This design comes from an exercise in tuning for small area, a short achievable clock period and few clock cycles per item on the open sky130 flow, not from production work. In this exercise RTL edits were held to simulation tests only and were not proved equivalent to the original.

== main ==
## yuv_to_rgb_top
module yuv_to_rgb_top (
	input  logic                Clock_50,
	input  logic                Resetn,
	input  logic                start,
	input  csc_pkg::sram_word_t sram_read_data,
	output csc_pkg::sram_req_t  sram_req,
	output logic                done
);
==> module sram_sequencer, before the edit <==
module sram_sequencer (
	input  logic                Clock_50,
	input  logic                Resetn,
	input  logic                start,
	input  csc_pkg::channel_t   x,
	input  csc_pkg::channel_t   g,
	output logic [34:0]         req,
	output logic                done,
	output logic                push,
	output logic [1:0]          push_src,
	output logic                uh_cap,
	output logic                vh_cap,
	output logic                y_cap,
	output logic                uo_cap,
	output logic [4:0]          phase,
	output logic                sr,
	output logic                sb
);
logic pro;
logic run;
logic [7:0] k;
logic [4:0] ph;
logic [7:0] hold_b;
logic [7:0] hold_g;
logic [17:0] addr_q;
logic [15:0] wd_q;
logic done_q;
logic done_o;
logic we_n_o;
logic [17:0] nxt_addr;
logic nxt_we_n;
logic [7:0] kp1;
logic [6:0] cw;
logic [8:0] k3;
logic k_ge7;
logic tail;
logic pre;
logic k_end;
logic idle;
assign req = {addr_q, wd_q, we_n_o};
assign done = done_o;
assign idle = !pro && !run;
assign tail = (k >= 8'd154) && (k <= 8'd159);
assign pre = (k == 8'd255);
assign k_end = (k == 8'd160);
assign k_ge7 = (k >= 8'd7);
always_comb begin
	push = 1'b0;
	push_src = 2'd0;
	uh_cap = 1'b0;
	vh_cap = 1'b0;
	if (pro) begin
		push = (k >= 8'd3);
		if (k == 8'd9 || k == 8'd13) begin
			push_src = 2'd2;
		end else if (k == 8'd10 || k == 8'd14) begin
			push_src = 2'd3;
			uh_cap = (k == 8'd14);
		end else begin
			uh_cap = k[0];
			vh_cap = !k[0];
		end
	end else if (run) begin
		if (ph[0]) begin
			push = 1'b1;
			push_src = (k[0] && !tail) ? 2'd1 : 2'd2;
		end
		if (ph[1]) begin
			push = 1'b1;
			push_src = (k[0] && !tail) ? 2'd0 : 2'd3;
			uh_cap = !k[0] && !tail;
			vh_cap = k[0] && !tail;
		end
	end
end
assign y_cap = ph[0];
assign uo_cap = ph[4] || (ph[2] && k == 8'd0);
assign phase = ph;
logic kp1_co;
logic cw_co;
ripple_add #(.N(8)) u_kp1 (.a (k), .b (8'd0), .ci (1'b1), .s (kp1), .co (kp1_co));
ripple_add #(.N(7)) u_cw (.a (k[7:1]), .b (7'd3), .ci (1'b0), .s (cw), .co (cw_co));
sk_add9 u_k3 (
	.a  ({k, ph[0] || ph[1]}),
	.b  ({1'b0, k}),
	.ci (ph[1]),
	.s  (k3)
);
always_comb begin
	nxt_addr = {10'd0, kp1};
	nxt_we_n = 1'b1;
	if (idle) begin
		nxt_addr = csc_pkg::u_base;
	end else if (pro) begin
		if (k == 8'd11) nxt_addr = csc_pkg::u_base | 18'd2;
		else if (k == 8'd12) nxt_addr = csc_pkg::y_base;
		else if (k == 8'd13) nxt_addr = csc_pkg::v_base | 18'd2;
		else nxt_addr = (k[0] ? csc_pkg::v_base : csc_pkg::u_base) | {17'd0, k_ge7};
	end else begin
		if (ph[3]) begin
			nxt_addr = (k[0] ? csc_pkg::v_base : csc_pkg::u_base) | {11'd0, cw};
		end else if (ph[4]) begin
			nxt_addr = csc_pkg::rgb_base | {9'd0, k3};
			nxt_we_n = 1'b0;
		end else if (ph[0] || ph[1]) begin
			nxt_addr = csc_pkg::rgb_base | {9'd0, k3};
			nxt_we_n = pre;
		end
	end
end
always_ff @(posedge Clock_50 or negedge Resetn) begin
	if (!Resetn) begin
		pro <= 1'b0;
		run <= 1'b0;
		done_q <= 1'b0;
	end else begin
		if (idle) begin
			if (start) begin
				pro <= 1'b1;
				done_q <= 1'b0;
			end
		end else if (pro) begin
			if (k == 8'd14) begin
				pro <= 1'b0;
				run <= 1'b1;
			end
		end else if (ph[2] && k_end) begin
			run <= 1'b0;
			done_q <= 1'b1;
		end
	end
end
always_ff @(posedge Clock_50) begin
	we_n_o <= nxt_we_n;
	if (idle && start) done_o <= 1'b0;
	else if (run && ph[2] && k_end) done_o <= 1'b1;
	else done_o <= done_q;
end
always_ff @(posedge Clock_50) begin
	addr_q <= nxt_addr;
	if (idle) begin
		k <= 8'd1;
	end else if (pro) begin
		if (k == 8'd14) begin
			k <= 8'd255;
			ph <= 5'b00001;
		end else begin
			k <= kp1;
		end
	end else begin
		ph <= {ph[3:0], ph[4]};
		if (ph[1]) k <= kp1;
	end
	sr <= ph[2] || ph[3];
	sb <= ph[1] || ph[4];
	if (ph[3]) hold_b <= x;
	hold_g <= g;
	if (ph[4]) wd_q <= {x, g};
	else if (ph[0]) wd_q <= {hold_b, x};
	else wd_q <= {hold_g, x};
end
endmodule
clock: 15.0 ns
lec_check: 0
abc_area: 1
cap_margin: 20
core_margin: 2
core_utilization: 40
slew_margin: 20
standard.sh (not shown) runs the stock make flow with config.mk's settings and CLKGATE_MAP_FILE= SYNTH_SCRIPT=/design/flow/synth_recipe.tcl, a recipe that flattens the netlist after the stock synthesis.
==> flow/flow/run.sh <==
#!/bin/bash
# The standard layout, with the port buffers that global placement inserts
# made of buf_4 cells, and clock tree synthesis clustering 25 sinks within
# 80 um per leaf buffer, without dummy loads.
set -euo pipefail
bash standard.sh synth > synth.log 2>&1
export BUFFER_PORTS_ARGS="-buffer_cell sky130_fd_sc_hd__buf_4"
export CTS_ARGS="-sink_clustering_enable -repair_clock_nets -sink_clustering_size 25 -sink_clustering_max_diameter 80 -dont_use_dummy_load"
bash standard.sh finish > layout.log 2>&1
Testbench counts of main, summed over its fixed seeds: cycles 39,264, rows 48.
Relative to main, the following input files were edited for the feature branch:
--- a/flow/design.v
+++ b/flow/design.v
@@ -49,33 +49,32 @@
 logic [7:0] kp1;
 logic [6:0] cw;
 logic [8:0] k3;
 logic k_ge7;
 logic tail;
+logic virt;
 logic pre;
 logic k_end;
 logic idle;
 assign req = {addr_q, wd_q, we_n_o};
 assign done = done_o;
 assign idle = !pro && !run;
 assign tail = (k >= 8'd154) && (k <= 8'd159);
-assign pre = (k == 8'd255);
+assign virt = (k == 8'd255);
+assign pre = (k[7:1] == 7'h7f);
 assign k_end = (k == 8'd160);
 assign k_ge7 = (k >= 8'd7);
 always_comb begin
 	push = 1'b0;
 	push_src = 2'd0;
 	uh_cap = 1'b0;
 	vh_cap = 1'b0;
 	if (pro) begin
 		push = (k >= 8'd3);
-		if (k == 8'd9 || k == 8'd13) begin
-			push_src = 2'd2;
-		end else if (k == 8'd10 || k == 8'd14) begin
-			push_src = 2'd3;
-			uh_cap = (k == 8'd14);
-		end else begin
+		if (k == 8'd9) push_src = 2'd2;
+		else if (k == 8'd10) push_src = 2'd3;
+		else begin
 			uh_cap = k[0];
 			vh_cap = !k[0];
 		end
 	end else if (run) begin
 		if (ph[0]) begin
@@ -89,11 +88,11 @@
 			vh_cap = k[0] && !tail;
 		end
 	end
 end
 assign y_cap = ph[0];
-assign uo_cap = ph[4] || (ph[2] && k == 8'd0);
+assign uo_cap = ph[4];
 assign phase = ph;
 logic kp1_co;
 logic cw_co;
 ripple_add #(.N(8)) u_kp1 (.a (k), .b (8'd0), .ci (1'b1), .s (kp1), .co (kp1_co));
 ripple_add #(.N(7)) u_cw (.a (k[7:1]), .b (7'd3), .ci (1'b0), .s (cw), .co (cw_co));
@@ -108,19 +107,17 @@
 	nxt_we_n = 1'b1;
 	if (idle) begin
 		nxt_addr = csc_pkg::u_base;
 	end else if (pro) begin
 		if (k == 8'd11) nxt_addr = csc_pkg::u_base | 18'd2;
-		else if (k == 8'd12) nxt_addr = csc_pkg::y_base;
-		else if (k == 8'd13) nxt_addr = csc_pkg::v_base | 18'd2;
 		else nxt_addr = (k[0] ? csc_pkg::v_base : csc_pkg::u_base) | {17'd0, k_ge7};
 	end else begin
 		if (ph[3]) begin
 			nxt_addr = (k[0] ? csc_pkg::v_base : csc_pkg::u_base) | {11'd0, cw};
 		end else if (ph[4]) begin
 			nxt_addr = csc_pkg::rgb_base | {9'd0, k3};
-			nxt_we_n = 1'b0;
+			nxt_we_n = virt;
 		end else if (ph[0] || ph[1]) begin
 			nxt_addr = csc_pkg::rgb_base | {9'd0, k3};
 			nxt_we_n = pre;
 		end
 	end
@@ -135,11 +132,11 @@
 			if (start) begin
 				pro <= 1'b1;
 				done_q <= 1'b0;
 			end
 		end else if (pro) begin
-			if (k == 8'd14) begin
+			if (k == 8'd12) begin
 				pro <= 1'b0;
 				run <= 1'b1;
 			end
 		end else if (ph[2] && k_end) begin
 			run <= 1'b0;
@@ -156,12 +153,12 @@
 always_ff @(posedge Clock_50) begin
 	addr_q <= nxt_addr;
 	if (idle) begin
 		k <= 8'd1;
 	end else if (pro) begin
-		if (k == 8'd14) begin
-			k <= 8'd255;
+		if (k == 8'd12) begin
+			k <= 8'd254;
 			ph <= 5'b00001;
 		end else begin
 			k <= kp1;
 		end
 	end else begin
- Smallest setup slack after layout for the feature branch: 0.011 ns up relative to main
- Taking main as the reference, in the feature branch aggregate global-route resource usage picked up an extra 0.16 points; clock skew did not really move; share of the core filled with cells lower; pin count of the biggest net entering global routing rose by about 70%; fraction of area in multi-input gates fell 0.23 points.
- Diff main -> the feature branch: area added between synthesis and finish stayed essentially flat; die area fell by 0.75%; routed length on met2 stayed essentially flat.
- Where register-to-register slack is concerned, main is better than the feature branch.
- Of the two candidates, main has the worse final instance area and the feature branch the better one.
Testbench counts of the feature branch, summed over its fixed seeds: cycles 39,408, rows 48.

========
Another version of the RTL of yuv_to_rgb_top (not shown whole).
For scale: roughly 320 flip-flops, ~55 I/O pins, about 0.020 mm² of cells after synthesis.
==> module chroma_upsampler, before the edit <==
module chroma_upsampler (
	input  logic                Clock_50,
	input  csc_pkg::sram_word_t sram_read_data,
	input  logic                push,
	input  logic [1:0]          push_src,
	input  logic                uh_cap,
	input  logic                vh_cap,
	input  logic                y_cap,
	input  logic                uo_cap,
	input  logic [4:0]          phase,
	output csc_pkg::sample_t    y,
	output csc_pkg::sample_t    u,
	output csc_pkg::sample_t    c
);
logic [11:0][7:0] w;
logic [15:0] uh;
logic [7:0] vh;
logic [15:0] yh;
logic [7:0] uoh;
logic [7:0] pin;
logic [8:0] sum_o;
logic [8:0] sum_m;
logic [8:0] sum_i;
logic [9:0] s0;
logic [9:0] s1;
logic c8;
logic [9:0] s0_q;
logic [9:0] s1_q;
logic c8_q;
logic [9:0] acc;
logic [7:0] fir;
always_comb begin
	case (push_src)
		2'd0: pin = sram_read_data[15:8];
		2'd1: pin = uh[15:8];
		2'd2: pin = uh[7:0];
		default: pin = vh;
	endcase
end
fir9_a u_fir (
	.p  (sum_o),
	.q  (sum_m),
	.r  (sum_i),
	.s0 (s0),
	.s1 (s1),
	.c8 (c8)
);
assign acc = s0_q + s1_q + {9'd0, c8_q};
assign fir = acc[9] ? 8'd0 : (acc[8] ? 8'd255 : acc[7:0]);
always_ff @(posedge Clock_50) begin
	if (push) w <= {w[10:0], pin};
	if (uh_cap) uh <= sram_read_data;
	if (vh_cap) vh <= sram_read_data[7:0];
	if (y_cap) yh <= sram_read_data;
	sum_o <= {1'b0, w[11]} + {1'b0, w[1]};
	sum_m <= {1'b0, w[9]} + {1'b0, w[3]};
	sum_i <= {1'b0, w[7]} + {1'b0, w[5]};
	s0_q <= s0;
	s1_q <= s1;
	c8_q <= c8;
	if (uo_cap) uoh <= fir;
	u <= phase[2] ? w[9] : uoh;
	if (phase[1] || phase[2]) begin
		y <= yh[15:8];
		c <= w[8];
	end else begin
		y <= yh[7:0];
		c <= phase[3] ? fir : uoh;
	end
end
endmodule
==> module colour_matrix, before the edit <==
module colour_matrix (
	input  logic              Clock_50,
	input  csc_pkg::sample_t  y,
	input  csc_pkg::sample_t  u,
	input  csc_pkg::sample_t  c,
	input  logic              sr,
	input  logic              sb,
	output csc_pkg::channel_t x,
	output csc_pkg::channel_t g
);
logic [10:0] x_h0;
logic [10:0] x_h1;
logic [10:0] g_h0;
logic [10:0] g_h1;
logic x_c8;
logic x_g;
logic x_p;
logic g_c8;
logic g_g;
logic g_p;
logic [10:0] x_h0q;
logic [10:0] x_h1q;
logic [10:0] g_h0q;
logic [10:0] g_h1q;
logic x_c8q;
logic x_gq;
logic x_pq;
logic g_c8q;
logic g_gq;
logic g_pq;
pixel_x_a u_rb (
	.y    (y),
	.c    (c),
	.sr   (sr),
	.sb   (sb),
	.x_h0 (x_h0),
	.x_h1 (x_h1),
	.x_c8 (x_c8),
	.x_g  (x_g),
	.x_p  (x_p)
);
pixel_g_a u_g (
	.y    (y),
	.u    (u),
	.v    (c),
	.g_h0 (g_h0),
	.g_h1 (g_h1),
	.g_c8 (g_c8),
	.g_g  (g_g),
	.g_p  (g_p)
);
always_ff @(posedge Clock_50) begin
	x_h0q <= x_h0;
	x_h1q <= x_h1;
	x_c8q <= x_c8;
	x_gq <= x_g;
	x_pq <= x_p;
	g_h0q <= g_h0;
	g_h1q <= g_h1;
	g_c8q <= g_c8;
	g_gq <= g_g;
	g_pq <= g_p;
end
function automatic csc_pkg::channel_t clip(input logic [10:0] s);
	if (s[10]) clip = 8'd0;
	else if (s[9] || s[8]) clip = 8'd255;
	else clip = s[7:0];
endfunction
assign x = clip(x_h0q + x_h1q + {10'd0, x_gq | (x_pq & x_c8q)});
assign g = clip(g_h0q + g_h1q + {10'd0, g_gq | (g_pq & g_c8q)});
endmodule
==> module yuv_to_rgb_top, before the edit <==
module yuv_to_rgb_top (
	input  logic                Clock_50,
	input  logic                Resetn,
	input  logic                start,
	input  csc_pkg::sram_word_t sram_read_data,
	output csc_pkg::sram_req_t  sram_req,
	output logic                done
);
logic [34:0] req;
logic push;
logic [1:0] push_src;
logic uh_cap;
logic vh_cap;
logic y_cap;
logic uo_cap;
logic [4:0] phase;
logic sr;
logic sb;
csc_pkg::sample_t y;
csc_pkg::sample_t u;
csc_pkg::sample_t c;
csc_pkg::channel_t x;
csc_pkg::channel_t g;
assign sram_req = req;
sram_sequencer u_sequencer (
	.Clock_50 (Clock_50),
	.Resetn   (Resetn),
	.start    (start),
	.x        (x),
	.g        (g),
	.req      (req),
	.done     (done),
	.push     (push),
	.push_src (push_src),
	.uh_cap   (uh_cap),
	.vh_cap   (vh_cap),
	.y_cap    (y_cap),
	.uo_cap   (uo_cap),
	.phase    (phase),
	.sr       (sr),
	.sb       (sb)
);
chroma_upsampler u_upsampler (
	.Clock_50       (Clock_50),
	.sram_read_data (sram_read_data),
	.push           (push),
	.push_src       (push_src),
	.uh_cap         (uh_cap),
	.vh_cap         (vh_cap),
	.y_cap          (y_cap),
	.uo_cap         (uo_cap),
	.phase          (phase),
	.y              (y),
	.u              (u),
	.c              (c)
);
colour_matrix u_matrix (
	.Clock_50 (Clock_50),
	.y        (y),
	.u        (u),
	.c        (c),
	.sr       (sr),
	.sb       (sb),
	.x        (x),
	.g        (g)
);
endmodule
export LEC_CHECK = 0
export ABC_AREA = 1
export CAP_MARGIN = 20
export CORE_MARGIN = 2
export CORE_UTILIZATION = 40
export SLEW_MARGIN = 20
create_clock -name core_clock -period 15.0 [get_ports {Clock_50}]
==> flow/flow/run.sh <==
#!/bin/bash
# The standard layout, with the port buffers that global placement inserts
# made of buf_4 cells instead of the default choice.
set -euo pipefail
bash standard.sh synth > synth.log 2>&1
BUFFER_PORTS_ARGS="-buffer_cell sky130_fd_sc_hd__buf_4" bash standard.sh finish > layout.log 2>&1
Testbench counts at the start, summed over its fixed seeds: cycles 39,408, rows 48.
==> next run, changes <==
--- a/flow/design.v
+++ b/flow/design.v
@@ -171,10 +171,11 @@
 	input  logic                y_cap,
 	input  logic                uo_cap,
 	input  logic [4:0]          phase,
 	output csc_pkg::sample_t    y,
 	output csc_pkg::sample_t    u,
+	output csc_pkg::sample_t    v,
 	output csc_pkg::sample_t    c
 );
 logic [11:0][7:0] w;
 logic [15:0] uh;
 logic [7:0] vh;
@@ -220,11 +221,17 @@
 	sum_i <= {1'b0, w[7]} + {1'b0, w[5]};
 	s0_q <= s0;
 	s1_q <= s1;
 	c8_q <= c8;
 	if (uo_cap) uoh <= fir;
-	u <= phase[2] ? w[9] : uoh;
+	if (phase[2]) begin
+		u <= w[9];
+		v <= w[8];
+	end else begin
+		u <= uoh;
+		v <= fir;
+	end
 	if (phase[1] || phase[2]) begin
 		y <= yh[15:8];
 		c <= w[8];
 	end else begin
 		y <= yh[7:0];
@@ -419,10 +426,11 @@
 `timescale 1ns/1ps
 module colour_matrix (
 	input  logic              Clock_50,
 	input  csc_pkg::sample_t  y,
 	input  csc_pkg::sample_t  u,
+	input  csc_pkg::sample_t  v,
 	input  csc_pkg::sample_t  c,
 	input  logic              sr,
 	input  logic              sb,
 	output csc_pkg::channel_t x,
 	output csc_pkg::channel_t g
@@ -459,11 +467,11 @@
 	.x_p  (x_p)
 );
 pixel_g_a u_g (
 	.y    (y),
 	.u    (u),
-	.v    (c),
+	.v    (v),
 	.g_h0 (g_h0),
 	.g_h1 (g_h1),
 	.g_c8 (g_c8),
 	.g_g  (g_g),
 	.g_p  (g_p)
@@ -1062,10 +1070,11 @@
 logic [4:0] phase;
 logic sr;
 logic sb;
 csc_pkg::sample_t y;
 csc_pkg::sample_t u;
+csc_pkg::sample_t v;
 csc_pkg::sample_t c;
 csc_pkg::channel_t x;
 csc_pkg::channel_t g;
 assign sram_req = req;
 sram_sequencer u_sequencer (
@@ -1096,16 +1105,18 @@
 	.y_cap          (y_cap),
 	.uo_cap         (uo_cap),
 	.phase          (phase),
 	.y              (y),
 	.u              (u),
+	.v              (v),
 	.c              (c)
 );
 colour_matrix u_matrix (
 	.Clock_50 (Clock_50),
 	.y        (y),
 	.u        (u),
+	.v        (v),
 	.c        (c),
 	.sr       (sr),
 	.sb       (sb),
 	.x        (x),
 	.g        (g)
Non-clock buffer count increases by 1.
Clock skew decreases by 0.010 ns.
Clock-buffer cell count grows by 7.
Worst setup slack gains 0.0040 ns.
Die area is higher by 1.6%.
Global-route usage grows by 0.36 points.
Hold slack is about the same.
Routed wire length went up by 2.8%.
First-iteration DRC count is lower by 12%.
Design area went up by 2.3%.
Final cell count rises by 3.5%.
Testbench counts after the change, summed over its fixed seeds: cycles 39,408, rows 48.

-- separate check: timing with driven ports --
Ports are ideal in the flow. The routed layouts listed here were re-timed in OpenROAD.
Step 1, drivers: a clkbuf_16 drives Clock_50 and a buf_2 each remaining input, both assumed.
Step 2 times the ports against the registers' clock, not the clock port: input delays grow and output delays shrink by t, the midpoint of the rising clock arrivals with the driver on.
a / b / c = ideal / step 1 / step 2; a / b = the first two.
run | t (ns) | setup slack, ns | hold WS [ns] | pins driven straight from the clock port
main | 0.566 | 10.990 / 10.931 / 11.285 | 0.383 / 0.383 / 0.383 | 1
the feature branch | 0.547 | 11.001 / 10.944 / 11.046 | 0.424 / 0.424 / 0.424 | 1
the first run of note 2 | 0.601 | 10.872 / 10.820 / 11.223 | 0.415 / 0.415 / 0.415 | 1
the second run of note 2 | 0.597 | 10.876 / 10.823 / 11.196 | 0.414 / 0.414 / 0.414 | 1
After both steps every run listed still meets setup and hold.
